Source: an optimization exercise on an open RTL-to-GDS flow (aim: small area). Production flows keep margins and buffers that such runs may drop. The RTL was checked by simulation tests, not by an equivalence proof against the original design. Power figures rest on the tool's default switching activity, not on a simulated workload.

==> design.v <==
module mrd_req_gen #(
  parameter int unsigned CNT_W = 16
) (
  input  logic             clk,
  input  logic             rst_n,
  input  logic             init_i,       
  input  logic [CNT_W-1:0] pkt_total_i,  
  input  logic             mrd_work_i,   
  output logic             req_o,
  output logic [CNT_W-1:0] req_cnt_o,
  output logic [CNT_W-1:0] req_cnt_n_o   
);
  logic [CNT_W-1:0] req_cnt;
  logic [CNT_W-1:0] req_cnt_nxt;
  logic [CNT_W:0]   lt;                  
  logic [CNT_W:0]   pre;                 
  logic             more_left;
  always_comb begin
    lt[0]  = 1'b0;
    pre[0] = 1'b1;
    for (int i = 0; i < CNT_W; i++) begin
      lt[i+1]  = (~req_cnt[i] & pkt_total_i[i]) | (~req_cnt[i] & lt[i]) | (pkt_total_i[i] & lt[i]);
      pre[i+1] = pre[i] & req_cnt[i];
    end
  end
  assign more_left = lt[CNT_W];                     
  assign req_o     = mrd_work_i & more_left;
  always_comb begin
    for (int i = 0; i < CNT_W; i++)
      req_cnt_nxt[i] = ~init_i & (req_cnt[i] ^ (req_o & pre[i]));
  end
  always_ff @(posedge clk or negedge rst_n) begin
    if (!rst_n) req_cnt <= '0;
    else        req_cnt <= req_cnt_nxt;
  end
  assign req_cnt_o   = req_cnt;
  assign req_cnt_n_o = ~req_cnt;
endmodule
module mrd_throttle #(
  parameter int unsigned CPL_LIMIT = 8,
  parameter int unsigned LEN_W     = 11,
  parameter int unsigned CNT_W     = 16,
  parameter int unsigned DW_W      = 32,
  parameter int unsigned HW_W      = 27
) (
  input  logic             clk,
  input  logic             rst_n,
  input  logic             init_i,
  input  logic             start_i,       
  input  logic [LEN_W-1:0] len_dw_i,      
  input  logic             rcb_128_i,     
  input  logic             metering_i,    
  input  logic [CNT_W-1:0] req_cnt_n_i,   
  input  logic [DW_W-1:0]  cpl_dw_i,      
  input  logic             bad_i,         
  output logic             mrd_work_o,    
  output logic [CNT_W-1:0] hwm_cnt_o
);
  logic [CNT_W-1:0] hwm_cnt;
  logic [CNT_W-1:0] hwm_cnt_nxt;
  logic [HW_W-1:0]  hwm_n;                
  logic [HW_W-1:0]  hwm_n_nxt;
  logic             found_q;
  logic [3:0]       burst_cnt;
  always_comb begin
    if (len_dw_i == LEN_W'(1))
      burst_cnt = 4'(CPL_LIMIT);
    else if (!rcb_128_i) begin
      if (len_dw_i <= LEN_W'(16))      burst_cnt = 4'(CPL_LIMIT / 2);
      else if (len_dw_i <= LEN_W'(64)) burst_cnt = 4'(CPL_LIMIT / 4);
      else                             burst_cnt = 4'(CPL_LIMIT / 8);
    end else begin
      if (len_dw_i <= LEN_W'(32))       burst_cnt = 4'(CPL_LIMIT / 2);
      else if (len_dw_i <= LEN_W'(128)) burst_cnt = 4'(CPL_LIMIT / 4);
      else                              burst_cnt = 4'(CPL_LIMIT / 8);
    end
  end
  logic [CNT_W:0]   ge;                   
  logic [CNT_W:0]   hpre;                 
  logic [CNT_W-1:0] hinc;                 
  always_comb begin
    ge[0]   = 1'b1;
    hpre[0] = 1'b1;
    for (int i = 0; i < CNT_W; i++) begin
      ge[i+1]   = (hwm_cnt[i] & req_cnt_n_i[i]) | (hwm_cnt[i] & ge[i]) | (req_cnt_n_i[i] & ge[i]);
      hpre[i+1] = hpre[i] & hwm_cnt[i];
      hinc[i]   = hwm_cnt[i] ^ hpre[i];
    end
  end
  logic [HW_W:0] dge;
  always_comb begin
    dge[0] = 1'b1;
    for (int i = 0; i < HW_W; i++)
      dge[i+1] = (cpl_dw_i[i] & hwm_n[i]) | (cpl_dw_i[i] & dge[i]) | (hwm_n[i] & dge[i]);
  end
  logic dw_reached;
  logic zero;
  assign zero = ~|hwm_cnt;
  assign dw_reached = zero ? (&cpl_dw_i) : ((|cpl_dw_i[DW_W-1:HW_W]) | dge[HW_W]);
  always_ff @(posedge clk) begin
    found_q <= (&(req_cnt_n_i ^ hinc)) & dw_reached;
  end
  logic mrd_work, cpl_found, load, clr, step;
  assign mrd_work  = start_i & (~metering_i | ge[CNT_W]);
  assign cpl_found = found_q & ~mrd_work;
  assign load      = start_i & zero;
  assign clr       = start_i & ~zero & bad_i;
  assign step      = start_i & ~zero & ~bad_i & cpl_found;
  always_comb begin
    if (init_i | clr)  hwm_cnt_nxt = '0;
    else if (load)     hwm_cnt_nxt = CNT_W'(burst_cnt);
    else if (step)     hwm_cnt_nxt = hinc;
    else               hwm_cnt_nxt = hwm_cnt;
  end
  localparam int unsigned LO = 6;
  logic [LEN_W-1:0] addend_n;
  logic [LEN_W:0]   nc, nc0, nc1;
  logic [LEN_W-1:0] ns0, ns1;
  logic             c11;
  logic [HW_W-1:0]  nsum;
  logic [HW_W:0]    lpre;
  assign addend_n = ~(len_dw_i & {LEN_W{step}});
  assign nsum[0]  = ~(hwm_n[0] ^ addend_n[0]);
  assign nc[1]    = hwm_n[0] | addend_n[0];
  for (genvar i = 1; i < LO; i++) begin : g_lo
    csa_fa u_fa (.a(hwm_n[i]), .b(addend_n[i]), .c(nc[i]), .s(nsum[i]), .co(nc[i+1]));
  end
  assign ns0[LO]    = ~(hwm_n[LO] ^ addend_n[LO]);
  assign nc0[LO+1]  = hwm_n[LO] | addend_n[LO];
  assign ns1[LO]    = hwm_n[LO] ^ addend_n[LO];
  assign nc1[LO+1]  = hwm_n[LO] & addend_n[LO];
  for (genvar i = LO + 1; i < LEN_W; i++) begin : g_hi
    csa_fa u_fa0 (.a(hwm_n[i]), .b(addend_n[i]), .c(nc0[i]), .s(ns0[i]), .co(nc0[i+1]));
    csa_fa u_fa1 (.a(hwm_n[i]), .b(addend_n[i]), .c(nc1[i]), .s(ns1[i]), .co(nc1[i+1]));
  end
  always_comb begin
    for (int i = LO; i < LEN_W; i++)
      nsum[i] = nc[LO] ? ns0[i] : ns1[i];
    c11 = nc[LO] ? ~nc0[LEN_W] : ~nc1[LEN_W];
    for (int i = LEN_W; i < HW_W; i++)
      nsum[i] = hwm_n[i] ^ (c11 & lpre[i]);
  end
  pfx_nor #(.N(HW_W - LEN_W)) u_lpre (.x(hwm_n[HW_W-1:LEN_W]), .p(lpre[HW_W:LEN_W]));
  assign hwm_n_nxt = load ? {{(HW_W - LEN_W){1'b1}}, ~len_dw_i} : nsum;
  always_ff @(posedge clk or negedge rst_n) begin
    if (!rst_n) begin
      hwm_cnt <= '0;
    end else begin
      hwm_cnt <= hwm_cnt_nxt;
    end
  end
  always_ff @(posedge clk) begin
    hwm_n <= hwm_n_nxt;
  end
  assign mrd_work_o = mrd_work;
  assign hwm_cnt_o  = hwm_cnt;
endmodule
module cpl_tracker #(
  parameter int unsigned LEN_W = 11,
  parameter int unsigned CNT_W = 16,
  parameter int unsigned DW_W  = 32
) (
  input  logic             clk,
  input  logic             rst_n,
  input  logic             init_i,
  input  logic [LEN_W-1:0] len_dw_i,       
  input  logic [CNT_W-1:0] pkt_total_i,    
  input  logic             cpl_valid_i,    
  input  logic [LEN_W-1:0] cpl_len_dw_i,   
  input  logic             cpl_poisoned_i, 
  output logic [DW_W-1:0]  cpl_dw_o,       
  output logic             bad_o,          
  output logic             err_o,          
  output logic             done_o          
);
  logic [DW_W-1:0] cpl_dw;
  logic [DW_W-1:0] sum;
  logic            bad_len;
  logic            poison;
  logic            bad_q;
  logic            err_q;
  logic            done_q;
  logic            hit;
  logic [LEN_W:0] gt;                     
  always_comb begin
    gt[0] = 1'b0;
    for (int i = 0; i < LEN_W; i++)
      gt[i+1] = (cpl_len_dw_i[i] & ~len_dw_i[i]) | (cpl_len_dw_i[i] & gt[i]) | (~len_dw_i[i] & gt[i]);
  end
  assign bad_len = cpl_valid_i & (~|cpl_len_dw_i | gt[LEN_W]);
  assign poison  = cpl_valid_i & cpl_poisoned_i;
  localparam int unsigned LO = 6;
  logic [LEN_W-1:0] addend;
  logic [LEN_W:0]   c, c0, c1;
  logic [LEN_W-1:0] s0, s1;
  logic             c11;
  logic [DW_W:0]    pre;
  assign addend = cpl_len_dw_i & {LEN_W{cpl_valid_i}};
  assign sum[0] = cpl_dw[0] ^ addend[0];
  assign c[1]   = cpl_dw[0] & addend[0];
  for (genvar i = 1; i < LO; i++) begin : g_lo
    csa_fa u_fa (.a(cpl_dw[i]), .b(addend[i]), .c(c[i]), .s(sum[i]), .co(c[i+1]));
  end
  assign s0[LO]    = cpl_dw[LO] ^ addend[LO];
  assign c0[LO+1]  = cpl_dw[LO] & addend[LO];
  assign s1[LO]    = ~(cpl_dw[LO] ^ addend[LO]);
  assign c1[LO+1]  = cpl_dw[LO] | addend[LO];
  for (genvar i = LO + 1; i < LEN_W; i++) begin : g_hi
    csa_fa u_fa0 (.a(cpl_dw[i]), .b(addend[i]), .c(c0[i]), .s(s0[i]), .co(c0[i+1]));
    csa_fa u_fa1 (.a(cpl_dw[i]), .b(addend[i]), .c(c1[i]), .s(s1[i]), .co(c1[i+1]));
  end
  always_comb begin
    for (int i = LO; i < LEN_W; i++)
      sum[i] = c[LO] ? s1[i] : s0[i];
    c11 = c[LO] ? c1[LEN_W] : c0[LEN_W];
    for (int i = LEN_W; i < DW_W; i++)
      sum[i] = cpl_dw[i] ^ (c11 & pre[i]);
  end
  pfx_and #(.N(DW_W - LEN_W)) u_pre (.x(cpl_dw[DW_W-1:LEN_W]), .p(pre[DW_W:LEN_W]));
  pl_eq u_pl_eq (
    .p  (pkt_total_i),
    .l  (len_dw_i),
    .s  (sum),
    .eq (hit)
  );
  always_ff @(posedge clk) begin
    bad_q <= bad_len | poison;
  end
  always_ff @(posedge clk or negedge rst_n) begin
    if (!rst_n) begin
      cpl_dw <= '0;
      err_q  <= 1'b0;
      done_q <= 1'b0;
    end else begin
      cpl_dw <= sum & {DW_W{~init_i}};
      err_q  <= ~init_i & (err_q | bad_len | poison);
      done_q <= ~init_i & (done_q | (cpl_valid_i & hit));
    end
  end
  assign cpl_dw_o = cpl_dw;
  assign bad_o    = bad_q;
  assign err_o    = err_q;
  assign done_o   = done_q;
endmodule
module pfx_and #(
  parameter int unsigned N = 8
) (
  input  logic [N-1:0] x,
  output logic [N:0]   p
);
  always_comb begin
    p[0] = 1'b1;
    for (int i = 0; i < N; i++)
      p[i+1] = p[i] & x[i];
  end
endmodule
module pfx_nor #(
  parameter int unsigned N = 8
) (
  input  logic [N-1:0] x,
  output logic [N:0]   p
);
  always_comb begin
    p[0] = 1'b1;
    for (int i = 0; i < N; i++)
      p[i+1] = p[i] & ~x[i];
  end
endmodule
module pl_eq (input [15:0] p, input [10:0] l, input [31:0] s, output eq);
  wire pp1 = ~(p[0] & l[0]);
  wire pp2 = ~(p[0] & l[1]);
  wire pp3 = ~(p[0] & l[2]);
  wire pp4 = ~(p[0] & l[3]);
  wire pp5 = ~(p[0] & l[4]);
  wire pp6 = ~(p[0] & l[5]);
  wire pp7 = ~(p[0] & l[6]);
  wire pp8 = ~(p[0] & l[7]);
  wire pp9 = ~(p[0] & l[8]);
  wire pp10 = ~(p[0] & l[9]);
  wire pp11 = ~(p[0] & l[10]);
  wire pp12 = ~(p[1] & l[0]);
  wire pp13 = ~(p[1] & l[1]);
  wire pp14 = ~(p[1] & l[2]);
  wire pp15 = ~(p[1] & l[3]);
  wire pp16 = ~(p[1] & l[4]);
  wire pp17 = ~(p[1] & l[5]);
  wire pp18 = ~(p[1] & l[6]);
  wire pp19 = ~(p[1] & l[7]);
  wire pp20 = ~(p[1] & l[8]);
  wire pp21 = ~(p[1] & l[9]);
  wire pp22 = ~(p[1] & l[10]);
  wire pp23 = ~(p[2] & l[0]);
  wire pp24 = ~(p[2] & l[1]);
  wire pp25 = ~(p[2] & l[2]);
  wire pp26 = ~(p[2] & l[3]);
  wire pp27 = ~(p[2] & l[4]);
  wire pp28 = ~(p[2] & l[5]);
  wire pp29 = ~(p[2] & l[6]);
  wire pp30 = ~(p[2] & l[7]);
  wire pp31 = ~(p[2] & l[8]);
  wire pp32 = ~(p[2] & l[9]);
  wire pp33 = ~(p[2] & l[10]);
  wire pp34 = ~(p[3] & l[0]);
  wire pp35 = ~(p[3] & l[1]);
  wire pp36 = ~(p[3] & l[2]);
  wire pp37 = ~(p[3] & l[3]);
  wire pp38 = ~(p[3] & l[4]);
  wire pp39 = ~(p[3] & l[5]);
  wire pp40 = ~(p[3] & l[6]);
  wire pp41 = ~(p[3] & l[7]);
  wire pp42 = ~(p[3] & l[8]);
  wire pp43 = ~(p[3] & l[9]);
  wire pp44 = ~(p[3] & l[10]);
  wire pp45 = ~(p[4] & l[0]);
  wire pp46 = ~(p[4] & l[1]);
  wire pp47 = ~(p[4] & l[2]);
  wire pp48 = ~(p[4] & l[3]);
  wire pp49 = ~(p[4] & l[4]);
  wire pp50 = ~(p[4] & l[5]);
  wire pp51 = ~(p[4] & l[6]);
  wire pp52 = ~(p[4] & l[7]);
  wire pp53 = ~(p[4] & l[8]);
  wire pp54 = ~(p[4] & l[9]);
  wire pp55 = ~(p[4] & l[10]);
  wire pp56 = ~(p[5] & l[0]);
  wire pp57 = ~(p[5] & l[1]);
  wire pp58 = ~(p[5] & l[2]);
  wire pp59 = ~(p[5] & l[3]);
  wire pp60 = ~(p[5] & l[4]);
  wire pp61 = ~(p[5] & l[5]);
  wire pp62 = ~(p[5] & l[6]);
  wire pp63 = ~(p[5] & l[7]);
  wire pp64 = ~(p[5] & l[8]);
  wire pp65 = ~(p[5] & l[9]);
  wire pp66 = ~(p[5] & l[10]);
  wire pp67 = ~(p[6] & l[0]);
  wire pp68 = ~(p[6] & l[1]);
  wire pp69 = ~(p[6] & l[2]);
  wire pp70 = ~(p[6] & l[3]);
  wire pp71 = ~(p[6] & l[4]);
  wire pp72 = ~(p[6] & l[5]);
  wire pp73 = ~(p[6] & l[6]);
  wire pp74 = ~(p[6] & l[7]);
  wire pp75 = ~(p[6] & l[8]);
  wire pp76 = ~(p[6] & l[9]);
  wire pp77 = ~(p[6] & l[10]);
  wire pp78 = ~(p[7] & l[0]);
  wire pp79 = ~(p[7] & l[1]);
  wire pp80 = ~(p[7] & l[2]);
  wire pp81 = ~(p[7] & l[3]);
  wire pp82 = ~(p[7] & l[4]);
  wire pp83 = ~(p[7] & l[5]);
  wire pp84 = ~(p[7] & l[6]);
  wire pp85 = ~(p[7] & l[7]);
  wire pp86 = ~(p[7] & l[8]);
  wire pp87 = ~(p[7] & l[9]);
  wire pp88 = ~(p[7] & l[10]);
  wire pp89 = ~(p[8] & l[0]);
  wire pp90 = ~(p[8] & l[1]);
  wire pp91 = ~(p[8] & l[2]);
  wire pp92 = ~(p[8] & l[3]);
  wire pp93 = ~(p[8] & l[4]);
  wire pp94 = ~(p[8] & l[5]);
  wire pp95 = ~(p[8] & l[6]);
  wire pp96 = ~(p[8] & l[7]);
  wire pp97 = ~(p[8] & l[8]);
  wire pp98 = ~(p[8] & l[9]);
  wire pp99 = ~(p[8] & l[10]);
  wire pp100 = ~(p[9] & l[0]);
  wire pp101 = ~(p[9] & l[1]);
  wire pp102 = ~(p[9] & l[2]);
  wire pp103 = ~(p[9] & l[3]);
  wire pp104 = ~(p[9] & l[4]);
  wire pp105 = ~(p[9] & l[5]);
  wire pp106 = ~(p[9] & l[6]);
  wire pp107 = ~(p[9] & l[7]);
  wire pp108 = ~(p[9] & l[8]);
  wire pp109 = ~(p[9] & l[9]);
  wire pp110 = ~(p[9] & l[10]);
  wire pp111 = ~(p[10] & l[0]);
  wire pp112 = ~(p[10] & l[1]);
  wire pp113 = ~(p[10] & l[2]);
  wire pp114 = ~(p[10] & l[3]);
  wire pp115 = ~(p[10] & l[4]);
  wire pp116 = ~(p[10] & l[5]);
  wire pp117 = ~(p[10] & l[6]);
  wire pp118 = ~(p[10] & l[7]);
  wire pp119 = ~(p[10] & l[8]);
  wire pp120 = ~(p[10] & l[9]);
  wire pp121 = ~(p[10] & l[10]);
  wire pp122 = ~(p[11] & l[0]);
  wire pp123 = ~(p[11] & l[1]);
  wire pp124 = ~(p[11] & l[2]);
  wire pp125 = ~(p[11] & l[3]);
  wire pp126 = ~(p[11] & l[4]);
  wire pp127 = ~(p[11] & l[5]);
  wire pp128 = ~(p[11] & l[6]);
  wire pp129 = ~(p[11] & l[7]);
  wire pp130 = ~(p[11] & l[8]);
  wire pp131 = ~(p[11] & l[9]);
  wire pp132 = ~(p[11] & l[10]);
  wire pp133 = ~(p[12] & l[0]);
  wire pp134 = ~(p[12] & l[1]);
  wire pp135 = ~(p[12] & l[2]);
  wire pp136 = ~(p[12] & l[3]);
  wire pp137 = ~(p[12] & l[4]);
  wire pp138 = ~(p[12] & l[5]);
  wire pp139 = ~(p[12] & l[6]);
  wire pp140 = ~(p[12] & l[7]);
  wire pp141 = ~(p[12] & l[8]);
  wire pp142 = ~(p[12] & l[9]);
  wire pp143 = ~(p[12] & l[10]);
  wire pp144 = ~(p[13] & l[0]);
  wire pp145 = ~(p[13] & l[1]);
  wire pp146 = ~(p[13] & l[2]);
  wire pp147 = ~(p[13] & l[3]);
  wire pp148 = ~(p[13] & l[4]);
  wire pp149 = ~(p[13] & l[5]);
  wire pp150 = ~(p[13] & l[6]);
  wire pp151 = ~(p[13] & l[7]);
  wire pp152 = ~(p[13] & l[8]);
  wire pp153 = ~(p[13] & l[9]);
  wire pp154 = ~(p[13] & l[10]);
  wire pp155 = ~(p[14] & l[0]);
  wire pp156 = ~(p[14] & l[1]);
  wire pp157 = ~(p[14] & l[2]);
  wire pp158 = ~(p[14] & l[3]);
  wire pp159 = ~(p[14] & l[4]);
  wire pp160 = ~(p[14] & l[5]);
  wire pp161 = ~(p[14] & l[6]);
  wire pp162 = ~(p[14] & l[7]);
  wire pp163 = ~(p[14] & l[8]);
  wire pp164 = ~(p[14] & l[9]);
  wire pp165 = ~(p[14] & l[10]);
  wire pp166 = ~(p[15] & l[0]);
  wire pp167 = ~(p[15] & l[1]);
  wire pp168 = ~(p[15] & l[2]);
  wire pp169 = ~(p[15] & l[3]);
  wire pp170 = ~(p[15] & l[4]);
  wire pp171 = ~(p[15] & l[5]);
  wire pp172 = ~(p[15] & l[6]);
  wire pp173 = ~(p[15] & l[7]);
  wire pp174 = ~(p[15] & l[8]);
  wire pp175 = ~(p[15] & l[9]);
  wire pp176 = ~(p[15] & l[10]);
  wire s177 = ~(pp10 ^ pp20);
  wire c178 = pp10 | pp20;
  wire s179, c180;
  csa_fa u_s179 (.a(pp11), .b(pp21), .c(pp31), .s(s179), .co(c180));
  wire s181 = ~(pp41 ^ pp51);
  wire c182 = pp41 | pp51;
  wire s183, c184;
  csa_fa u_s183 (.a(pp22), .b(pp32), .c(pp42), .s(s183), .co(c184));
  wire s185, c186;
  csa_fa u_s185 (.a(pp52), .b(pp62), .c(pp72), .s(s185), .co(c186));
  wire s187, c188;
  csa_fa u_s187 (.a(pp33), .b(pp43), .c(pp53), .s(s187), .co(c188));
  wire s189, c190;
  csa_fa u_s189 (.a(pp63), .b(pp73), .c(pp83), .s(s189), .co(c190));
  wire s191, c192;
  csa_fa u_s191 (.a(pp44), .b(pp54), .c(pp64), .s(s191), .co(c192));
  wire s193, c194;
  csa_fa u_s193 (.a(pp74), .b(pp84), .c(pp94), .s(s193), .co(c194));
  wire s195, c196;
  csa_fa u_s195 (.a(pp55), .b(pp65), .c(pp75), .s(s195), .co(c196));
  wire s197, c198;
  csa_fa u_s197 (.a(pp85), .b(pp95), .c(pp105), .s(s197), .co(c198));
  wire s199, c200;
  csa_fa u_s199 (.a(pp66), .b(pp76), .c(pp86), .s(s199), .co(c200));
  wire s201, c202;
  csa_fa u_s201 (.a(pp96), .b(pp106), .c(pp116), .s(s201), .co(c202));
  wire s203, c204;
  csa_fa u_s203 (.a(pp77), .b(pp87), .c(pp97), .s(s203), .co(c204));
  wire s205 = ~(pp107 ^ pp117);
  wire c206 = pp107 | pp117;
  wire s207, c208;
  csa_fa u_s207 (.a(pp88), .b(pp98), .c(pp108), .s(s207), .co(c208));
  wire s209 = ~(pp7 ^ pp17);
  wire c210 = pp7 | pp17;
  wire s211, c212;
  csa_fa u_s211 (.a(pp8), .b(pp18), .c(pp28), .s(s211), .co(c212));
  wire s213 = ~(pp38 ^ pp48);
  wire c214 = pp38 | pp48;
  wire s215, c216;
  csa_fa u_s215 (.a(pp9), .b(pp19), .c(pp29), .s(s215), .co(c216));
  wire s217, c218;
  csa_fa u_s217 (.a(pp39), .b(pp49), .c(pp59), .s(s217), .co(c218));
  wire s219 = ~(pp69 ^ pp79);
  wire c220 = pp69 | pp79;
  wire s221, c222;
  csa_fa u_s221 (.a(s177), .b(pp30), .c(pp40), .s(s221), .co(c222));
  wire s223, c224;
  csa_fa u_s223 (.a(pp50), .b(pp60), .c(pp70), .s(s223), .co(c224));
  wire s225, c226;
  csa_fa u_s225 (.a(pp80), .b(pp90), .c(pp100), .s(s225), .co(c226));
  wire s227, c228;
  csa_fa u_s227 (.a(c178), .b(s179), .c(s181), .s(s227), .co(c228));
  wire s229, c230;
  csa_fa u_s229 (.a(pp61), .b(pp71), .c(pp81), .s(s229), .co(c230));
  wire s231, c232;
  csa_fa u_s231 (.a(pp91), .b(pp101), .c(pp111), .s(s231), .co(c232));
  wire s233, c234;
  csa_fa u_s233 (.a(c180), .b(c182), .c(s183), .s(s233), .co(c234));
  wire s235, c236;
  csa_fa u_s235 (.a(s185), .b(pp82), .c(pp92), .s(s235), .co(c236));
  wire s237, c238;
  csa_fa u_s237 (.a(pp102), .b(pp112), .c(pp122), .s(s237), .co(c238));
  wire s239, c240;
  csa_fa u_s239 (.a(c184), .b(c186), .c(s187), .s(s239), .co(c240));
  wire s241, c242;
  csa_fa u_s241 (.a(s189), .b(pp93), .c(pp103), .s(s241), .co(c242));
  wire s243, c244;
  csa_fa u_s243 (.a(pp113), .b(pp123), .c(pp133), .s(s243), .co(c244));
  wire s245, c246;
  csa_fa u_s245 (.a(c188), .b(c190), .c(s191), .s(s245), .co(c246));
  wire s247, c248;
  csa_fa u_s247 (.a(s193), .b(pp104), .c(pp114), .s(s247), .co(c248));
  wire s249, c250;
  csa_fa u_s249 (.a(pp124), .b(pp134), .c(pp144), .s(s249), .co(c250));
  wire s251, c252;
  csa_fa u_s251 (.a(c192), .b(c194), .c(s195), .s(s251), .co(c252));
  wire s253, c254;
  csa_fa u_s253 (.a(s197), .b(pp115), .c(pp125), .s(s253), .co(c254));
  wire s255, c256;
  csa_fa u_s255 (.a(pp135), .b(pp145), .c(pp155), .s(s255), .co(c256));
  wire s257, c258;
  csa_fa u_s257 (.a(c196), .b(c198), .c(s199), .s(s257), .co(c258));
  wire s259, c260;
  csa_fa u_s259 (.a(s201), .b(pp126), .c(pp136), .s(s259), .co(c260));
  wire s261, c262;
  csa_fa u_s261 (.a(pp146), .b(pp156), .c(pp166), .s(s261), .co(c262));
  wire s263, c264;
  csa_fa u_s263 (.a(c200), .b(c202), .c(s203), .s(s263), .co(c264));
  wire s265, c266;
  csa_fa u_s265 (.a(s205), .b(pp127), .c(pp137), .s(s265), .co(c266));
  wire s267, c268;
  csa_fa u_s267 (.a(pp147), .b(pp157), .c(pp167), .s(s267), .co(c268));
  wire s269, c270;
  csa_fa u_s269 (.a(c204), .b(c206), .c(s207), .s(s269), .co(c270));
  wire s271, c272;
  csa_fa u_s271 (.a(pp118), .b(pp128), .c(pp138), .s(s271), .co(c272));
  wire s273, c274;
  csa_fa u_s273 (.a(pp148), .b(pp158), .c(pp168), .s(s273), .co(c274));
  wire s275, c276;
  csa_fa u_s275 (.a(c208), .b(pp99), .c(pp109), .s(s275), .co(c276));
  wire s277, c278;
  csa_fa u_s277 (.a(pp119), .b(pp129), .c(pp139), .s(s277), .co(c278));
  wire s279, c280;
  csa_fa u_s279 (.a(pp149), .b(pp159), .c(pp169), .s(s279), .co(c280));
  wire s281, c282;
  csa_fa u_s281 (.a(pp110), .b(pp120), .c(pp130), .s(s281), .co(c282));
  wire s283, c284;
  csa_fa u_s283 (.a(pp140), .b(pp150), .c(pp160), .s(s283), .co(c284));
  wire s285, c286;
  csa_fa u_s285 (.a(pp121), .b(pp131), .c(pp141), .s(s285), .co(c286));
  wire s287 = ~(pp5 ^ pp15);
  wire c288 = pp5 | pp15;
  wire s289, c290;
  csa_fa u_s289 (.a(pp6), .b(pp16), .c(pp26), .s(s289), .co(c290));
  wire s291 = ~(pp36 ^ pp46);
  wire c292 = pp36 | pp46;
  wire s293, c294;
  csa_fa u_s293 (.a(s209), .b(pp27), .c(pp37), .s(s293), .co(c294));
  wire s295, c296;
  csa_fa u_s295 (.a(pp47), .b(pp57), .c(pp67), .s(s295), .co(c296));
  wire s297, c298;
  csa_fa u_s297 (.a(c210), .b(s211), .c(s213), .s(s297), .co(c298));
  wire s299, c300;
  csa_fa u_s299 (.a(pp58), .b(pp68), .c(pp78), .s(s299), .co(c300));
  wire s301, c302;
  csa_fa u_s301 (.a(c212), .b(c214), .c(s215), .s(s301), .co(c302));
  wire s303, c304;
  csa_fa u_s303 (.a(s217), .b(s219), .c(pp89), .s(s303), .co(c304));
  wire s305, c306;
  csa_fa u_s305 (.a(c216), .b(c218), .c(c220), .s(s305), .co(c306));
  wire s307, c308;
  csa_fa u_s307 (.a(s221), .b(s223), .c(s225), .s(s307), .co(c308));
  wire s309, c310;
  csa_fa u_s309 (.a(c222), .b(c224), .c(c226), .s(s309), .co(c310));
  wire s311, c312;
  csa_fa u_s311 (.a(s227), .b(s229), .c(s231), .s(s311), .co(c312));
  wire s313, c314;
  csa_fa u_s313 (.a(c228), .b(c230), .c(c232), .s(s313), .co(c314));
  wire s315, c316;
  csa_fa u_s315 (.a(s233), .b(s235), .c(s237), .s(s315), .co(c316));
  wire s317, c318;
  csa_fa u_s317 (.a(c234), .b(c236), .c(c238), .s(s317), .co(c318));
  wire s319, c320;
  csa_fa u_s319 (.a(s239), .b(s241), .c(s243), .s(s319), .co(c320));
  wire s321, c322;
  csa_fa u_s321 (.a(c240), .b(c242), .c(c244), .s(s321), .co(c322));
  wire s323, c324;
  csa_fa u_s323 (.a(s245), .b(s247), .c(s249), .s(s323), .co(c324));
  wire s325, c326;
  csa_fa u_s325 (.a(c246), .b(c248), .c(c250), .s(s325), .co(c326));
  wire s327, c328;
  csa_fa u_s327 (.a(s251), .b(s253), .c(s255), .s(s327), .co(c328));
  wire s329, c330;
  csa_fa u_s329 (.a(c252), .b(c254), .c(c256), .s(s329), .co(c330));
  wire s331, c332;
  csa_fa u_s331 (.a(s257), .b(s259), .c(s261), .s(s331), .co(c332));
  wire s333, c334;
  csa_fa u_s333 (.a(c258), .b(c260), .c(c262), .s(s333), .co(c334));
  wire s335, c336;
  csa_fa u_s335 (.a(s263), .b(s265), .c(s267), .s(s335), .co(c336));
  wire s337, c338;
  csa_fa u_s337 (.a(c264), .b(c266), .c(c268), .s(s337), .co(c338));
  wire s339, c340;
  csa_fa u_s339 (.a(s269), .b(s271), .c(s273), .s(s339), .co(c340));
  wire s341, c342;
  csa_fa u_s341 (.a(c270), .b(c272), .c(c274), .s(s341), .co(c342));
  wire s343, c344;
  csa_fa u_s343 (.a(s275), .b(s277), .c(s279), .s(s343), .co(c344));
  wire s345, c346;
  csa_fa u_s345 (.a(c276), .b(c278), .c(c280), .s(s345), .co(c346));
  wire s347, c348;
  csa_fa u_s347 (.a(s281), .b(s283), .c(pp170), .s(s347), .co(c348));
  wire s349, c350;
  csa_fa u_s349 (.a(c282), .b(c284), .c(s285), .s(s349), .co(c350));
  wire s351, c352;
  csa_fa u_s351 (.a(pp151), .b(pp161), .c(pp171), .s(s351), .co(c352));
  wire s353, c354;
  csa_fa u_s353 (.a(c286), .b(pp132), .c(pp142), .s(s353), .co(c354));
  wire s355, c356;
  csa_fa u_s355 (.a(pp152), .b(pp162), .c(pp172), .s(s355), .co(c356));
  wire s357, c358;
  csa_fa u_s357 (.a(pp143), .b(pp153), .c(pp163), .s(s357), .co(c358));
  wire s359 = ~(pp4 ^ pp14);
  wire c360 = pp4 | pp14;
  wire s361, c362;
  csa_fa u_s361 (.a(s287), .b(pp25), .c(pp35), .s(s361), .co(c362));
  wire s363, c364;
  csa_fa u_s363 (.a(c288), .b(s289), .c(s291), .s(s363), .co(c364));
  wire s365, c366;
  csa_fa u_s365 (.a(c290), .b(c292), .c(s293), .s(s365), .co(c366));
  wire s367, c368;
  csa_fa u_s367 (.a(c294), .b(c296), .c(s297), .s(s367), .co(c368));
  wire s369, c370;
  csa_fa u_s369 (.a(c298), .b(c300), .c(s301), .s(s369), .co(c370));
  wire s371, c372;
  csa_fa u_s371 (.a(c302), .b(c304), .c(s305), .s(s371), .co(c372));
  wire s373, c374;
  csa_fa u_s373 (.a(c306), .b(c308), .c(s309), .s(s373), .co(c374));
  wire s375, c376;
  csa_fa u_s375 (.a(c310), .b(c312), .c(s313), .s(s375), .co(c376));
  wire s377, c378;
  csa_fa u_s377 (.a(c314), .b(c316), .c(s317), .s(s377), .co(c378));
  wire s379, c380;
  csa_fa u_s379 (.a(c318), .b(c320), .c(s321), .s(s379), .co(c380));
  wire s381, c382;
  csa_fa u_s381 (.a(c322), .b(c324), .c(s325), .s(s381), .co(c382));
  wire s383, c384;
  csa_fa u_s383 (.a(c326), .b(c328), .c(s329), .s(s383), .co(c384));
  wire s385, c386;
  csa_fa u_s385 (.a(c330), .b(c332), .c(s333), .s(s385), .co(c386));
  wire s387, c388;
  csa_fa u_s387 (.a(c334), .b(c336), .c(s337), .s(s387), .co(c388));
  wire s389, c390;
  csa_fa u_s389 (.a(c338), .b(c340), .c(s341), .s(s389), .co(c390));
  wire s391, c392;
  csa_fa u_s391 (.a(c342), .b(c344), .c(s345), .s(s391), .co(c392));
  wire s393, c394;
  csa_fa u_s393 (.a(c346), .b(c348), .c(s349), .s(s393), .co(c394));
  wire s395, c396;
  csa_fa u_s395 (.a(c350), .b(c352), .c(s353), .s(s395), .co(c396));
  wire s397, c398;
  csa_fa u_s397 (.a(c354), .b(c356), .c(s357), .s(s397), .co(c398));
  wire s399, c400;
  csa_fa u_s399 (.a(c358), .b(pp154), .c(pp164), .s(s399), .co(c400));
  wire s401 = ~(pp3 ^ pp13);
  wire c402 = pp3 | pp13;
  wire s403, c404;
  csa_fa u_s403 (.a(s359), .b(pp24), .c(pp34), .s(s403), .co(c404));
  wire s405, c406;
  csa_fa u_s405 (.a(c360), .b(s361), .c(pp45), .s(s405), .co(c406));
  wire s407, c408;
  csa_fa u_s407 (.a(c362), .b(s363), .c(pp56), .s(s407), .co(c408));
  wire s409, c410;
  csa_fa u_s409 (.a(c364), .b(s365), .c(s295), .s(s409), .co(c410));
  wire s411, c412;
  csa_fa u_s411 (.a(c366), .b(s367), .c(s299), .s(s411), .co(c412));
  wire s413, c414;
  csa_fa u_s413 (.a(c368), .b(s369), .c(s303), .s(s413), .co(c414));
  wire s415, c416;
  csa_fa u_s415 (.a(c370), .b(s371), .c(s307), .s(s415), .co(c416));
  wire s417, c418;
  csa_fa u_s417 (.a(c372), .b(s373), .c(s311), .s(s417), .co(c418));
  wire s419, c420;
  csa_fa u_s419 (.a(c374), .b(s375), .c(s315), .s(s419), .co(c420));
  wire s421, c422;
  csa_fa u_s421 (.a(c376), .b(s377), .c(s319), .s(s421), .co(c422));
  wire s423, c424;
  csa_fa u_s423 (.a(c378), .b(s379), .c(s323), .s(s423), .co(c424));
  wire s425, c426;
  csa_fa u_s425 (.a(c380), .b(s381), .c(s327), .s(s425), .co(c426));
  wire s427, c428;
  csa_fa u_s427 (.a(c382), .b(s383), .c(s331), .s(s427), .co(c428));
  wire s429, c430;
  csa_fa u_s429 (.a(c384), .b(s385), .c(s335), .s(s429), .co(c430));
  wire s431, c432;
  csa_fa u_s431 (.a(c386), .b(s387), .c(s339), .s(s431), .co(c432));
  wire s433, c434;
  csa_fa u_s433 (.a(c388), .b(s389), .c(s343), .s(s433), .co(c434));
  wire s435, c436;
  csa_fa u_s435 (.a(c390), .b(s391), .c(s347), .s(s435), .co(c436));
  wire s437, c438;
  csa_fa u_s437 (.a(c392), .b(s393), .c(s351), .s(s437), .co(c438));
  wire s439, c440;
  csa_fa u_s439 (.a(c394), .b(s395), .c(s355), .s(s439), .co(c440));
  wire s441, c442;
  csa_fa u_s441 (.a(c396), .b(s397), .c(pp173), .s(s441), .co(c442));
  wire s443, c444;
  csa_fa u_s443 (.a(c398), .b(s399), .c(pp174), .s(s443), .co(c444));
  wire s445, c446;
  csa_fa u_s445 (.a(c400), .b(pp165), .c(pp175), .s(s445), .co(c446));
  wire x447, y448;
  csa_fa u_x447 (.a(pp1), .b(1'b1), .c(s[0]), .s(x447), .co(y448));
  wire k449 = ~x447;
  wire x450, y451;
  csa_fa u_x450 (.a(pp2), .b(pp12), .c(s[1]), .s(x450), .co(y451));
  wire k452 = x450 ^ y448;
  wire x453, y454;
  csa_fa u_x453 (.a(s401), .b(pp23), .c(s[2]), .s(x453), .co(y454));
  wire k455 = x453 ^ y451;
  wire x456, y457;
  csa_fa u_x456 (.a(c402), .b(s403), .c(s[3]), .s(x456), .co(y457));
  wire k458 = x456 ^ y454;
  wire x459, y460;
  csa_fa u_x459 (.a(c404), .b(s405), .c(s[4]), .s(x459), .co(y460));
  wire k461 = x459 ^ y457;
  wire x462, y463;
  csa_fa u_x462 (.a(c406), .b(s407), .c(s[5]), .s(x462), .co(y463));
  wire k464 = x462 ^ y460;
  wire x465, y466;
  csa_fa u_x465 (.a(c408), .b(s409), .c(s[6]), .s(x465), .co(y466));
  wire k467 = x465 ^ y463;
  wire x468, y469;
  csa_fa u_x468 (.a(c410), .b(s411), .c(s[7]), .s(x468), .co(y469));
  wire k470 = x468 ^ y466;
  wire x471, y472;
  csa_fa u_x471 (.a(c412), .b(s413), .c(s[8]), .s(x471), .co(y472));
  wire k473 = x471 ^ y469;
  wire x474, y475;
  csa_fa u_x474 (.a(c414), .b(s415), .c(s[9]), .s(x474), .co(y475));
  wire k476 = x474 ^ y472;
  wire x477, y478;
  csa_fa u_x477 (.a(c416), .b(s417), .c(s[10]), .s(x477), .co(y478));
  wire k479 = x477 ^ y475;
  wire x480, y481;
  csa_fa u_x480 (.a(c418), .b(s419), .c(s[11]), .s(x480), .co(y481));
  wire k482 = x480 ^ y478;
  wire x483, y484;
  csa_fa u_x483 (.a(c420), .b(s421), .c(s[12]), .s(x483), .co(y484));
  wire k485 = x483 ^ y481;
  wire x486, y487;
  csa_fa u_x486 (.a(c422), .b(s423), .c(s[13]), .s(x486), .co(y487));
  wire k488 = x486 ^ y484;
  wire x489, y490;
  csa_fa u_x489 (.a(c424), .b(s425), .c(s[14]), .s(x489), .co(y490));
  wire k491 = x489 ^ y487;
  wire x492, y493;
  csa_fa u_x492 (.a(c426), .b(s427), .c(s[15]), .s(x492), .co(y493));
  wire k494 = x492 ^ y490;
  wire x495, y496;
  csa_fa u_x495 (.a(c428), .b(s429), .c(s[16]), .s(x495), .co(y496));
  wire k497 = x495 ^ y493;
  wire x498, y499;
  csa_fa u_x498 (.a(c430), .b(s431), .c(s[17]), .s(x498), .co(y499));
  wire k500 = x498 ^ y496;
  wire x501, y502;
  csa_fa u_x501 (.a(c432), .b(s433), .c(s[18]), .s(x501), .co(y502));
  wire k503 = x501 ^ y499;
  wire x504, y505;
  csa_fa u_x504 (.a(c434), .b(s435), .c(s[19]), .s(x504), .co(y505));
  wire k506 = x504 ^ y502;
  wire x507, y508;
  csa_fa u_x507 (.a(c436), .b(s437), .c(s[20]), .s(x507), .co(y508));
  wire k509 = x507 ^ y505;
  wire x510, y511;
  csa_fa u_x510 (.a(c438), .b(s439), .c(s[21]), .s(x510), .co(y511));
  wire k512 = x510 ^ y508;
  wire x513, y514;
  csa_fa u_x513 (.a(c440), .b(s441), .c(s[22]), .s(x513), .co(y514));
  wire k515 = x513 ^ y511;
  wire x516, y517;
  csa_fa u_x516 (.a(c442), .b(s443), .c(s[23]), .s(x516), .co(y517));
  wire k518 = x516 ^ y514;
  wire x519, y520;
  csa_fa u_x519 (.a(c444), .b(s445), .c(s[24]), .s(x519), .co(y520));
  wire k521 = x519 ^ y517;
  wire x522, y523;
  csa_fa u_x522 (.a(c446), .b(pp176), .c(s[25]), .s(x522), .co(y523));
  wire k524 = x522 ^ y520;
  wire x525, y526;
  csa_fa u_x525 (.a(1'b1), .b(1'b1), .c(s[26]), .s(x525), .co(y526));
  wire k527 = x525 ^ y523;
  wire x528, y529;
  csa_fa u_x528 (.a(1'b1), .b(1'b1), .c(s[27]), .s(x528), .co(y529));
  wire k530 = x528 ^ y526;
  wire x531, y532;
  csa_fa u_x531 (.a(1'b1), .b(1'b1), .c(s[28]), .s(x531), .co(y532));
  wire k533 = x531 ^ y529;
  wire x534, y535;
  csa_fa u_x534 (.a(1'b1), .b(1'b1), .c(s[29]), .s(x534), .co(y535));
  wire k536 = x534 ^ y532;
  wire x537, y538;
  csa_fa u_x537 (.a(1'b1), .b(1'b1), .c(s[30]), .s(x537), .co(y538));
  wire k539 = x537 ^ y535;
  wire x540, y541;
  csa_fa u_x540 (.a(1'b1), .b(1'b1), .c(s[31]), .s(x540), .co(y541));
  wire k542 = x540 ^ y538;
  assign eq = k449 & k452 & k455 & k458 & k461 & k464 & k467 & k470 & k473 & k476 & k479 & k482 & k485 & k488 & k491 & k494 & k497 & k500 & k503 & k506 & k509 & k512 & k515 & k518 & k521 & k524 & k527 & k530 & k533 & k536 & k539 & k542;
endmodule
module csa_fa (input a, input b, input c, output s, output co);
  assign s  = a ^ b ^ c;
  assign co = (a & b) | (c & (a ^ b));
endmodule
module dma_rd_top (
  input  logic        clk,
  input  logic        rst_n,
  input  logic        init_i,
  input  logic        start_i,
  input  logic [10:0] cfg_len_dw_i,      
  input  logic [15:0] cfg_pkt_total_i,   
  input  logic        cfg_rcb_128_i,     
  input  logic        cfg_metering_i,    
  input  logic        cpl_valid_i,       
  input  logic [10:0] cpl_len_dw_i,      
  input  logic        cpl_poisoned_i,    
  output logic        req_o,
  output logic [15:0] req_cnt_o,
  output logic [31:0] cpl_dw_o,
  output logic [15:0] hwm_cnt_o,
  output logic        done_o,
  output logic        err_o
);
  logic        mrd_work;
  logic [15:0] req_cnt;
  logic [15:0] req_cnt_n;
  logic [31:0] cpl_dw;
  logic        bad;
  mrd_req_gen #(
    .CNT_W (16)
  ) u_req_gen (
    .clk         (clk),
    .rst_n       (rst_n),
    .init_i      (init_i),
    .pkt_total_i (cfg_pkt_total_i),
    .mrd_work_i  (mrd_work),
    .req_o       (req_o),
    .req_cnt_o   (req_cnt),
    .req_cnt_n_o (req_cnt_n)
  );
  mrd_throttle u_throttle (
    .clk         (clk),
    .rst_n       (rst_n),
    .init_i      (init_i),
    .start_i     (start_i),
    .len_dw_i    (cfg_len_dw_i),
    .rcb_128_i   (cfg_rcb_128_i),
    .metering_i  (cfg_metering_i),
    .req_cnt_n_i (req_cnt_n),
    .cpl_dw_i    (cpl_dw),
    .bad_i       (bad),
    .mrd_work_o  (mrd_work),
    .hwm_cnt_o   (hwm_cnt_o)
  );
  cpl_tracker u_cpl_tracker (
    .clk            (clk),
    .rst_n          (rst_n),
    .init_i         (init_i),
    .len_dw_i       (cfg_len_dw_i),
    .pkt_total_i    (cfg_pkt_total_i),
    .cpl_valid_i    (cpl_valid_i),
    .cpl_len_dw_i   (cpl_len_dw_i),
    .cpl_poisoned_i (cpl_poisoned_i),
    .cpl_dw_o       (cpl_dw),
    .bad_o          (bad),
    .err_o          (err_o),
    .done_o         (done_o)
  );
  assign req_cnt_o = req_cnt;
  assign cpl_dw_o  = cpl_dw;
endmodule
==> flow/run.sh <==
#!/bin/bash
# Standard layout, with two changes:
#  - synthesis maps with an area-oriented ABC script (three rounds of
#    choice computation and area-recovering mapping) instead of the
#    delay-oriented default; everything else in synthesis is the standard flow's own
#    script, so the registers and their names are the standard ones;
#  - the smallest buffer on each input and output port.
set -euo pipefail
here=$(pwd)
rm -rf "$here/scripts_abc"
cp -r "$FLOW_HOME/scripts" "$here/scripts_abc"
cp "$here/flow/abc_area3.script" "$here/scripts_abc/abc_speed.script"
export SCRIPTS_DIR="$here/scripts_abc"
export BUFFER_PORTS_ARGS="-buffer_cell sky130_fd_sc_hd__buf_1"
bash standard.sh > standard_flow.log 2>&1
==> flow/abc_area3.script <==
&get -n
&st
&dch
&nf -R 1000 -p
&st
&dch
&nf -R 1000 -p
&st
&dch
&nf -R 1000 -p
&put
topo
stime -c
==> standard.sh <==
#!/bin/bash
# synth_recipe.tcl (not shown) runs the flow's synth.tcl, then flattens the netlist and writes it again
# the make line also repeats each setting of config.mk as NAME=value (left out here)
make -C /OpenROAD-flow-scripts/flow DESIGN_CONFIG=/design/flow/config.mk WORK_HOME=/design/flow/orfs CLKGATE_MAP_FILE= SYNTH_SCRIPT=/design/flow/synth_recipe.tcl "${@:-finish}"
==> config.mk <==
export PLATFORM = sky130hd
export DESIGN_NAME = dma_rd_top
export DESIGN_NICKNAME = dma_rd_top
export VERILOG_FILES = /design/flow/design.v
export SDC_FILE = /design/flow/constraint.sdc
export NUM_CORES = 4
export LEC_CHECK = 0
export CAP_MARGIN = 20
export CORE_MARGIN = 2
export CORE_UTILIZATION = 40
export CTS_BUF_LIST = sky130_fd_sc_hd__clkbuf_4 sky130_fd_sc_hd__clkbuf_8
export GPL_TIMING_DRIVEN = 0
export SLEW_MARGIN = 20
export SYNTH_HIERARCHICAL = 1
==> constraint.sdc <==
create_clock -name core_clock -period 7.2 [get_ports {clk}]
set_input_delay 1.4400 -clock core_clock [delete_from_list [all_inputs] [get_ports {clk}]]
set_output_delay 1.4400 -clock core_clock [all_outputs]
set_load 0.01 [all_outputs]
==> key figures, run 1 <==
Status
  – Status: timing/DRC/antenna clean

Clocking
  – Worst-path clk slew: 100 ps
  – Deepest clock path buffer count: 2
  – Num CTS Buffers: 9
  – Clock Tree Root: clkbuf_8
  – TritonCTS Sinks: 95
  – Hold bufs inserted after CTS: 0
  – CTS tree: yes
  – Worst-Skew Late Latency: 380 ps
  – H-tree depth: 3

Drt
  – Final WL: 30600 µm
  – Antenna-violating nets left: 0
  – Wire per inst: 19.5 µm
  – DRT Pass-1 Iters: 5
  – Residual DRC: 0
  – Routed vias/inst: 5.50
  – DR vias: 8636
  – Initial detailed-routing violation count: 487

Synth
  – Post-Synthesis Cells: 1089
  – YS warnings: 11
  – Mean Syn Cell Area: 9.62 µm²
  – Syn Std Cell Area: 10500 µm²

Final layout
  – Final Instance Area: 11700 µm²
  – Post-route insts no fill: 1571
  – FILL cells: 2540
  – Synth-to-Final Area Change: 12.0%
  – FF+latch area: 2230 µm²
  – Ant diodes: 0
  – Layout Nets: 1493
  – Proportion of layout cells with a drive suffix above 1: 0.0348
  – Area of the multi-input gates: 8040 µm²

STA
  – Max Slew Vio Count: 0
  – Final period utilization: 0.963
  – Layout Skew: 13.1 ps
  – Min Hold Slack: 530 ps
  – Worst-Margin Slew: 834 ps
  – Final hold vios: 0
  – Total negative slack: 0 ps
  – Slew headroom: 0.444
  – Final setup violating endpoints: 0
  – Tmin final: 6930 ps
  – Unrepaired setup endpoints after global routing: no
  – Fmax: 0.144 GHz

Pwr
  – Final Total Pwr: 2.67 mW
  – Worst VDD drop: 0.133 mV
  – PwrDens: 227 nW/µm²
  – Leak: 4.37 nW

Global routing
  – First-pass GRT wire length: 49300 µm
  – Initial antenna violation count: 0
  – Global-route usage over all layers: 0.227
  – Number of global-route vias before repair: 9160
  – Largest net degree at the start of global routing: 38
  – Overflow after GRT: 0

Die
  – Initial Util: 0.404
  – Die area: 27500 µm²
  – Num rows: 59
  – Core Box Area: 25900 µm²
  – Chip Width: 166 µm
  – Vert. Die Dim: 166 µm
  – I/O pins: 113

Placement
  – Port Buf Inserts: 112
  – Post-detail-place hpwl: 23100 µm
  – Placed instance area: 11500 µm²
  – Cell count after placement: 1554
  – Placer Congestion: 0.902

Hold path
  – Hold Crit Class: reg2reg

Critical path
  – Crit-path most repeated cell: fa_1
  – Top delay family on crit path: adder cells
  – Crit path launch type: primary input
  – Cell chain of the critical path: buf_1 > clkinv_1 > nor2_1 > ha_1 > fa_1 > fa_1 > fa_1 > fa_1 > fa_1 > mux2_2 > nand2_1 > xnor2_1 > fa_1 > nand2_1 > o21ai_0 > a221o_1 > a2111oi_0 > nand4_1 > nor4_1 > a21oi_1 > nor2_1
  – Max stage delay cell, worst path: mux2_2
  – CP Class: in2reg
  – Worst EP required: 7520 ps
  – CP Max Fanout: 21
  – Max incr delay on CP: 550 ps
  – Setup crit end kind: flop
  – Arrival @ worst endpoint: 7250 ps
  – CP Buf/Inv Count: 2

Job
  – Max-Cap Viols: 0
## layout make-up
type	instances	share of cell area
plain buffers	3	0.00192
clock buffers	11	0.0124
clock inverters	5	0.00501
inverters	68	0.0218
multi-input cells	935	0.685
flip-flops and latches	95	0.190
well taps	335	0.0357
repair buffers	119	0.0480
## path summary, 6_finish.rpt
check,from,to,slack [ps],cells past startpoint
setup reg to reg,u_req_gen.req_cnt[2],u_throttle.hwm_n[12],590,29
setup / recovery,cpl_valid_i,u_cpl_tracker.done_q,270,21
max in group asynchronous,rst_n,u_throttle.hwm_cnt[6],5540,3
min in group asynchronous,rst_n,u_cpl_tracker.cpl_dw[7],940,1
hold reg to reg,u_cpl_tracker.err_q,u_cpl_tracker.err_q,530,2
hold / removal,u_cpl_tracker.err_q,u_cpl_tracker.err_q,530,2
## registers in the layout, indices dropped and copies added (netlist names)
name and cells:
u_throttle.hwm_n 27, u_cpl_tracker.bad_q 1, u_cpl_tracker.cpl_dw 32, u_cpl_tracker.err_q 1, u_throttle.hwm_cnt 16, u_req_gen.req_cnt 16
u_cpl_tracker.done_q 1, u_throttle.found_q 1
## cells in the final DEF (no fill, tap or decap), drive strengths merged, types with 30 or more instances in the layout
master,count
nand2,243
fa,183
buf,119
clkinv,70
dfrtp,66
nor2,48
nor2b,46
and2,37
a21oi,36
ha,33
o22ai,31
o21ai,30
## worst register-to-register path: cells and delay by family, from the launching register on
kind | cells | cell delay, ps
flops | 1 | 450
compound gates | 12 | 1580
xor+xnor | 1 | 160
mux | 1 | 290
buf+inv | 4 | 680
simple gates | 5 | 1000
fa+ha+maj | 6 | 2320
## per-stage QoR
stage / worst slack [ps] / utilization
after CTS: 67.2 / 0.452
final: 267 / 0.453
after global routing: 20.0 / 0.453
after global placement: -1950 / 0.439
after floorplan: 27.0 / -
after detailed placement: -319 / 0.444
## per-layer routing
metal | routed length, µm | vias to the layer above | GRT usage
li1 | - | 3943 | -
met1 | 13400 | 4430 | 0.298
met2 | 15200 | 234 | 0.397
met3 | 1370 | 29 | 0.0348
met4 | 571 | 0 | 0.0503
met5 | 0 | - | 0
## report_power, final
| part | total (mW) | leakage, nW | internal [mW] | switching, mW |
|---|---|---|---|---|
| combinational | 1.60 | 3.13 | 0.716 | 0.886 |
| sequential | 0.688 | 1.14 | 0.592 | 0.0959 |
| clock | 0.377 | 0.0990 | 0.174 | 0.203 |
| total | 2.67 | 4.37 | 1.48 | 1.19 |
## what timing repair did
action | CTS | global route
resized for setup | 0 | 2
setup endpoints to repair | 0 | 17
buffers inserted | 0 | 1
==> run 2, diff against run 1 <==
--- a/design.v
+++ b/design.v
@@ -714,6 +714,6 @@
   wire s445, c446;
   csa_fa u_s445 (.a(c400), .b(pp165), .c(pp175), .s(s445), .co(c446));
-  wire x447, y448;
-  csa_fa u_x447 (.a(pp1), .b(1'b1), .c(s[0]), .s(x447), .co(y448));
+  wire x447 = pp1 ^ 1'b1 ^ s[0];
+  wire y448 = (pp1 & 1'b1) | (s[0] & (pp1 ^ 1'b1));
   wire k449 = ~x447;
   wire x450, y451;
@@ -792,21 +792,21 @@
   csa_fa u_x522 (.a(c446), .b(pp176), .c(s[25]), .s(x522), .co(y523));
   wire k524 = x522 ^ y520;
-  wire x525, y526;
-  csa_fa u_x525 (.a(1'b1), .b(1'b1), .c(s[26]), .s(x525), .co(y526));
+  wire x525 = 1'b1 ^ 1'b1 ^ s[26];
+  wire y526 = (1'b1 & 1'b1) | (s[26] & (1'b1 ^ 1'b1));
   wire k527 = x525 ^ y523;
-  wire x528, y529;
-  csa_fa u_x528 (.a(1'b1), .b(1'b1), .c(s[27]), .s(x528), .co(y529));
+  wire x528 = 1'b1 ^ 1'b1 ^ s[27];
+  wire y529 = (1'b1 & 1'b1) | (s[27] & (1'b1 ^ 1'b1));
   wire k530 = x528 ^ y526;
-  wire x531, y532;
-  csa_fa u_x531 (.a(1'b1), .b(1'b1), .c(s[28]), .s(x531), .co(y532));
+  wire x531 = 1'b1 ^ 1'b1 ^ s[28];
+  wire y532 = (1'b1 & 1'b1) | (s[28] & (1'b1 ^ 1'b1));
   wire k533 = x531 ^ y529;
-  wire x534, y535;
-  csa_fa u_x534 (.a(1'b1), .b(1'b1), .c(s[29]), .s(x534), .co(y535));
+  wire x534 = 1'b1 ^ 1'b1 ^ s[29];
+  wire y535 = (1'b1 & 1'b1) | (s[29] & (1'b1 ^ 1'b1));
   wire k536 = x534 ^ y532;
-  wire x537, y538;
-  csa_fa u_x537 (.a(1'b1), .b(1'b1), .c(s[30]), .s(x537), .co(y538));
+  wire x537 = 1'b1 ^ 1'b1 ^ s[30];
+  wire y538 = (1'b1 & 1'b1) | (s[30] & (1'b1 ^ 1'b1));
   wire k539 = x537 ^ y535;
-  wire x540, y541;
-  csa_fa u_x540 (.a(1'b1), .b(1'b1), .c(s[31]), .s(x540), .co(y541));
+  wire x540 = 1'b1 ^ 1'b1 ^ s[31];
+  wire y541 = (1'b1 & 1'b1) | (s[31] & (1'b1 ^ 1'b1));
   wire k542 = x540 ^ y538;
   assign eq = k449 & k452 & k455 & k458 & k461 & k464 & k467 & k470 & k473 & k476 & k479 & k482 & k485 & k488 & k491 & k494 & k497 & k500 & k503 & k506 & k509 & k512 & k515 & k518 & k521 & k524 & k527 & k530 & k533 & k536 & k539 & k542;
==> run 2 against run 1 <==
Compared with the run above: still clean on timing, DRC and antenna; fmax up 3.5%; combinational power about the same; sequential cell count unchanged; critical path depth down 1; clock skew up 3.1 ps; cell count down 2.2%; register-to-register slack worse by 30 ps; synthesized area down 1.7%; synthesized cell count down 1.7%; design area down 1.8%; worst hold slack worse by 24 ps; clock power up 4%; critical path type unchanged.
==> key figures, run 2 <==
Status
  – Status: timing/DRC/antenna clean

Final layout
  – Most frequent cells in the layout: 240 x nand2_1, 176 x fa_1, 99 x buf_1
  – Final Instance Area: 11500 µm²
  – FILL cells: 2482
  – Proportion of layout cells with a drive suffix above 1: 0.0357
  – Regs by FF count: u_cpl_tracker.cpl_dw (32), u_throttle.hwm_n (27)
  – Synth-to-Final Area Change: 11.9%
  – Largest Register: u_cpl_tracker.cpl_dw
  – Layout Nets: 1457
  – Commonest non-fill, non-tap cell in the layout: nand2_1
  – Max reg flops: 32

STA
  – Slew headroom: 0.403
  – Final period utilization: 0.930
  – Tmin final: 6700 ps
  – Worst-Margin Slew: 896 ps
  – Final setup violating endpoints: 0
  – Fmax: 0.149 GHz
  – Final hold vios: 0
  – Layout Skew: 16.2 ps
  – Unrepaired setup endpoints after global routing: no
  – Max Slew Vio Count: 0

Die
  – Vert. Die Dim: 164 µm
  – Core Box Area: 25300 µm²
  – Num rows: 58
  – Die area: 27000 µm²
  – Chip Width: 164 µm
  – Initial Util: 0.408
  – I/O pins: 113

Synth
  – Syn Std Cell Area: 10300 µm²
  – Post-Synthesis Cells: 1071
  – YS warnings: 11
  – Mean Syn Cell Area: 9.62 µm²

Clocking
  – Num CTS Buffers: 9
  – H-tree depth: 3
  – Hold bufs inserted after CTS: 0
  – Worst-Skew Late Latency: 390 ps
  – Deepest clock path buffer count: 2
  – TritonCTS Sinks: 95
  – Clock Tree Root: clkbuf_8
  – CTS tree: yes
  – Worst-path clk slew: 110 ps

Hold path
  – Hold Crit Class: reg2reg

Pwr
  – Final Total Pwr: 2.67 mW
  – Leak: 4.25 nW
  – Worst VDD drop: 0.120 mV
  – PwrDens: 232 nW/µm²

Placement
  – Placer Congestion: 0.924
  – Placed instance area: 11300 µm²
  – Port Buf Inserts: 112
  – Post-detail-place hpwl: 22700 µm

Drt
  – DRT Pass-1 Iters: 7
  – Final WL: 30200 µm
  – Initial detailed-routing violation count: 551
  – Residual DRC: 0
  – DR vias: 8605
  – Routed vias/inst: 5.60
  – Antenna-violating nets left: 0
  – Wire per inst: 19.7 µm

Global routing
  – Number of global-route vias before repair: 9055
  – Busiest layer in global routing: met2
  – Met1 Usage GRT: 0.306
  – Met3 Use GR: 0.0389
  – Met2 Use GR: 0.409
  – Overflow after GRT: 0
  – Largest net degree at the start of global routing: 38
  – First-pass GRT wire length: 49300 µm
  – Global-route usage over all layers: 0.237
  – Initial antenna violation count: 1

Critical path
  – Arrival @ worst endpoint: 7030 ps
  – Setup crit end kind: flop
  – Crit path launch type: primary input
  – Worst EP required: 7530 ps
  – CP Class: in2reg
  – CP Max Fanout: 21

Job
  – Max-Cap Viols: 0
## run 2: timing repair
action / CTS / global route
buffers inserted: 0 / 1
setup endpoints to repair: 0 / 17
resized for setup: 0 / 3
## run 2: area by class of cell
| type | instances | area, µm² | area share |
|---|---|---|---|
| clock buffer | 11 | 151 | 0.0131 |
| sequential | 95 | 2230 | 0.194 |
| buffer | 3 | 22.5 | 0.00195 |
| timing repair buffer | 119 | 559 | 0.0485 |
| clock inverter | 5 | 62.6 | 0.00543 |
| tap | 330 | 413 | 0.0358 |
| antenna | 1 | 2.50 | 0.000217 |
| multi-input combinational | 905 | 7820 | 0.679 |
| inverter | 68 | 255 | 0.0222 |
## run 2: power breakdown
part	internal, mW	switching, mW
Combinational	0.719	0.864
Clock	0.183	0.211
Sequential	0.594	0.100
## run 2: worst max-delay path: stages
cell and delay, ps:
buf_1 160, clkinv_1 160, nor2_1 70, ha_1 180, fa_1 380, fa_1 390, fa_1 390, fa_1 410
fa_1 530, mux2_4 420, nand2_1 100, xnor2_1 310, fa_1 510, a22oi_1 190, o21ai_0 110, a2111oi_0 440
nand4_1 150, nor4_1 480, a21oi_1 130, nor2_1 90
## run 2: final timing paths
check                                          start                      end  slack [ps]  cells past startpoint
worst max-delay path                     cpl_valid_i     u_cpl_tracker.done_q         500                     20
worst min register to register   u_cpl_tracker.err_q      u_cpl_tracker.err_q         510                      2
min in group asynchronous                      rst_n  u_cpl_tracker.cpl_dw[7]         920                      1
max in group asynchronous                      rst_n     u_req_gen.req_cnt[4]        5550                      3
worst min-delay path             u_cpl_tracker.err_q      u_cpl_tracker.err_q         510                      2
worst max register to register  u_req_gen.req_cnt[2]     u_throttle.hwm_n[23]         560                     29
## run 2: routing by layer
layer | part of all wire | vias to the layer above
li1 | - | 3891
met1 | 0.41 | 4354
met2 | 0.49 | 308
met3 | 0.069 | 52
met4 | 0.024 | 0
met5 | 0 | -
## run 2: metrics by stage
stage	hold WS, ps	util	cells	setup slack (ps)	TNS [ps]
6_report	505	0.456	1537	501	0
5_1_grt	550	0.456	1536	33.5	0
4_1_cts	521	0.455	1535	128	0
3_5_place_dp	494	0.446	1519	-314	-314
3_3_place_gp	483	0.441	1513	-1710	-30820
2_1_floorplan	476	-	1071	27.4	0
==> run 3, diff against run 2 <==
==> flow/run.sh (replaced) <==
#!/bin/bash
# Standard layout, with these changes:
#  - synthesis maps with an area-oriented ABC script (three rounds of
#    rewriting, choice computation and area-recovering mapping) instead of
#    the delay-oriented default; everything else in synthesis is the standard flow's own
#    script, so the registers and their names are the standard ones;
#  - the smallest buffer on each input and output port;
#  - clock tree synthesis without dummy loads.
set -euo pipefail
here=$(pwd)
rm -rf "$here/scripts_abc"
cp -r "$FLOW_HOME/scripts" "$here/scripts_abc"
cp "$here/flow/abc_area.script" "$here/scripts_abc/abc_speed.script"
export SCRIPTS_DIR="$here/scripts_abc"
export BUFFER_PORTS_ARGS="-buffer_cell sky130_fd_sc_hd__buf_1"
export CTS_ARGS="-sink_clustering_enable -repair_clock_nets -buf_list {sky130_fd_sc_hd__clkbuf_4 sky130_fd_sc_hd__clkbuf_8} -dont_use_dummy_load"
bash standard.sh > standard_flow.log 2>&1
==> flow/abc_area.script (new file) <==
&get -n
&st
&dc2
&dch -f
&nf -R 1000 -p
&st
&dc2
&dch -f
&nf -R 1000 -p
&st
&dc2
&dch -f
&nf -R 1000 -p
&put
topo
stime -c
--- a/config.mk
+++ b/config.mk
@@ -6,9 +6,9 @@
 export NUM_CORES = 4
 export LEC_CHECK = 0
-export CAP_MARGIN = 20
+export CAP_MARGIN = 5
 export CORE_MARGIN = 2
-export CORE_UTILIZATION = 40
+export CORE_UTILIZATION = 70
 export CTS_BUF_LIST = sky130_fd_sc_hd__clkbuf_4 sky130_fd_sc_hd__clkbuf_8
 export GPL_TIMING_DRIVEN = 0
-export SLEW_MARGIN = 20
+export SLEW_MARGIN = 5
 export SYNTH_HIERARCHICAL = 1
removed: flow/abc_area3.script
==> run 3 against run 2 <==
Compared with the run above: still clean on timing, DRC and antenna; sequential share of layout area grew 0.69 points; non-clock buffer count shrank 2; clock skew grew 10 ps; routed wire length shrank 8.0%; worst hold slack gained 31 ps; fmax shrank 0.31%; count of clock-buffer cells in the layout shrank 2; setup slack lost 21 ps; utilization grew 31 points; first-iteration DRC count grew 3.3%; design area shrank 3.5%; critical path type unchanged; critical endpoint unchanged.
==> key figures, run 3 <==
Status
  – Status: timing/DRC/antenna clean

Critical path
  – R2R Setup Slk: 600 ps
  – Worst EP required: 7510 ps
  – Arrival @ worst endpoint: 7030 ps
  – Crit path launch type: primary input
  – CP Max Fanout: 21
  – R2R cell count: 30
  – Worst flop-to-flop path startpoint: u_req_gen.req_cnt[1]
  – RR Endpoint: u_throttle.hwm_n[25]
  – CP Class: in2reg
  – Setup crit end kind: flop

Synth
  – YS warnings: 11
  – Mean Syn Cell Area: 9.72 µm²
  – Syn Std Cell Area: 10200 µm²
  – Post-Synthesis Cells: 1053

Hold path
  – Hold path start: u_cpl_tracker.done_q
  – Worst Hold End: u_cpl_tracker.done_q
  – Hold Crit Class: reg2reg
  – Worst Hold Depth: 2

Placement
  – Post-detail-place hpwl: 21100 µm
  – Placed instance area: 10900 µm²
  – Placer Congestion: 0.967
  – Port Buf Inserts: 112

STA
  – Layout Skew: 26.2 ps
  – Final hold vios: 0
  – Total negative slack: 0 ps
  – Max Slew Vio Count: 0
  – Slew headroom: 0.0982
  – Final setup violating endpoints: 0
  – Min Hold Slack: 536 ps
  – Fmax: 0.149 GHz
  – Unrepaired setup endpoints after global routing: no
  – Worst-Margin Slew: 1350 ps
  – Final period utilization: 0.933
  – Tmin final: 6720 ps

Final layout
  – Synth-to-Final Area Change: 8.67%
  – Proportion of layout cells with a drive suffix above 1: 0.0212
  – Commonest non-fill, non-tap cell in the layout: nand2_1
  – Layout Nets: 1437
  – Max reg flops: 32
  – Final core utilization: 0.771
  – Largest Register: u_cpl_tracker.cpl_dw
  – Regs by FF count: u_cpl_tracker.cpl_dw (32), u_throttle.hwm_n (27)
  – Final Instance Area: 11100 µm²
  – Most frequent cells in the layout: 247 x nand2_1, 175 x fa_1, 110 x buf_1
  – Ant diodes: 0

Drt
  – Residual DRC: 0
  – DR vias: 8670
  – Routed vias/inst: 6.36
  – Antenna-violating nets left: 0
  – DRT Pass-1 Iters: 5
  – Final WL: 27800 µm
  – Initial detailed-routing violation count: 569
  – Wire per inst: 20.4 µm

Pwr
  – PwrDens: 236 nW/µm²
  – Leak: 4.16 nW
  – Worst VDD drop: 0.154 mV

Global routing
  – Largest net degree at the start of global routing: 43
  – Number of global-route vias before repair: 9042
  – Initial antenna violation count: 0
  – Global-route usage over all layers: 0.370
  – First-pass GRT wire length: 45300 µm
  – Overflow after GRT: 0

Die
  – Chip Width: 125 µm
  – Num rows: 44
  – Die area: 15600 µm²
  – Initial Util: 0.710
  – Core Box Area: 14400 µm²
  – I/O pins: 113
  – Vert. Die Dim: 125 µm

Clocking
  – H-tree depth: 3
  – Clock Tree Root: clkbuf_8
  – Worst-Skew Late Latency: 390 ps
  – Worst-path clk slew: 80 ps
  – CTS tree: yes
  – TritonCTS Sinks: 95
  – Deepest clock path buffer count: 2
  – Num CTS Buffers: 9

Job
  – Max-Cap Viols: 0
[run 3: cell type report]
type                    instances  area [µm²]
plain buffers                   3        22.5
fillers                      1038        3300
inverters                      69         259
repair buffers                117         498
flip-flops and latches         95        2230
well taps                     184         230
clock buffers                   9         124
multi-input cells             886        7760
[run 3: how the worst max path moves through the flow]
stage                              start                   end  depth (start not counted)
global placement    u_req_gen.req_cnt[1]  u_throttle.hwm_n[26]                         28
CTS                 u_req_gen.req_cnt[1]  u_throttle.hwm_n[25]                         29
finish                       cpl_valid_i  u_cpl_tracker.done_q                         19
floorplan           u_req_gen.req_cnt[1]  u_throttle.hwm_n[11]                         28
detailed placement  u_req_gen.req_cnt[1]  u_throttle.hwm_n[25]                         28
global route        u_req_gen.req_cnt[1]  u_throttle.hwm_n[26]                         30
[run 3: power by group]
group	switching (mW)	internal, mW	total (mW)
combinational	0.911	0.744	1.66
sequential	0.0891	0.589	0.679
clock	0.181	0.113	0.294
total	1.18	1.45	2.63
[run 3: routing by layer]
| layer | share of wire | global-route usage | vias up |
|---|---|---|---|
| met5 | 0 | 0 | - |
| met4 | 0.033 | 0.143 | 0 |
| met3 | 0.082 | 0.0700 | 72 |
| met2 | 0.50 | 0.621 | 459 |
| met1 | 0.39 | 0.484 | 4325 |
| li1 | - | - | 3814 |
[run 3: metrics by stage]
stage | std cells | total power [mW] | setup slack (ps)
3_3_place_gp | 1349 | 2.27 | -1620
5_1_grt | 1363 | 2.84 | 126
4_1_cts | 1362 | 2.61 | 397
6_report | 1363 | 2.63 | 481
2_1_floorplan | 1053 | 1.84 | 359
3_5_place_dp | 1351 | 2.32 | -576
[run 3: worst max-delay path, cell delays in order]
cell and delay (ps):
buf_1 160, clkinv_1 150, nor2_1 80, ha_1 190, fa_1 380, fa_1 390, fa_1 400, fa_1 390
fa_1 530, mux2_2 540, nand2_1 120, xnor2_1 480, fa_1 530, xnor2_1 180, nor4_1 300, nand4_1 130
nor4_1 410, a21oi_1 130, nor2_1 90
[run 3: timing repair]
| action | in CTS | in global routing |
|---|---|---|
| endpoints found under the setup margin | 16 | 17 |
| gates resized for setup | 2 | 2 |
| pin swaps | 1 | 0 |
| hold buffers | 0 | 0 |
| cloned | 0 | 0 |
| buffers inserted | 2 | 1 |

## afterwards: timing with drivers on the ports
No port has a modelled driver above. Below, the same layouts with a new extraction and two added sets of constraints.
Step 1 assumes that a clkbuf_16 drives the clock port and a buf_2 every other input.
Step 2 moves the port delays by t, midway between the first and last clock arrival at a register: inputs arrive t later, outputs are due t later. That takes back most of the time a late clock gives input paths.
Three values: ideal, step 1, step 2; two values: the first two.
run	t (ns)	setup slack, ns	clock arrival spread, ns	slew at the worst register clock pin (ns)	worst slew at a driven data input, ns
run 1	0.418	0.267 / 0.285 / -0.133	0.013 / 0.013	0.10 / 0.10	0.05
run 2	0.421	0.501 / 0.520 / 0.099	0.017 / 0.017	0.11 / 0.11	0.06
run 3	0.412	0.481 / 0.498 / 0.086	0.026 / 0.027	0.10 / 0.10	0.05
With both steps, setup timing fails in run 1, where it was met with ideal ports. For run 2, which loses most, drivers alone change the setup slack by +0.019 ns; drivers and shift together by -0.402 ns.
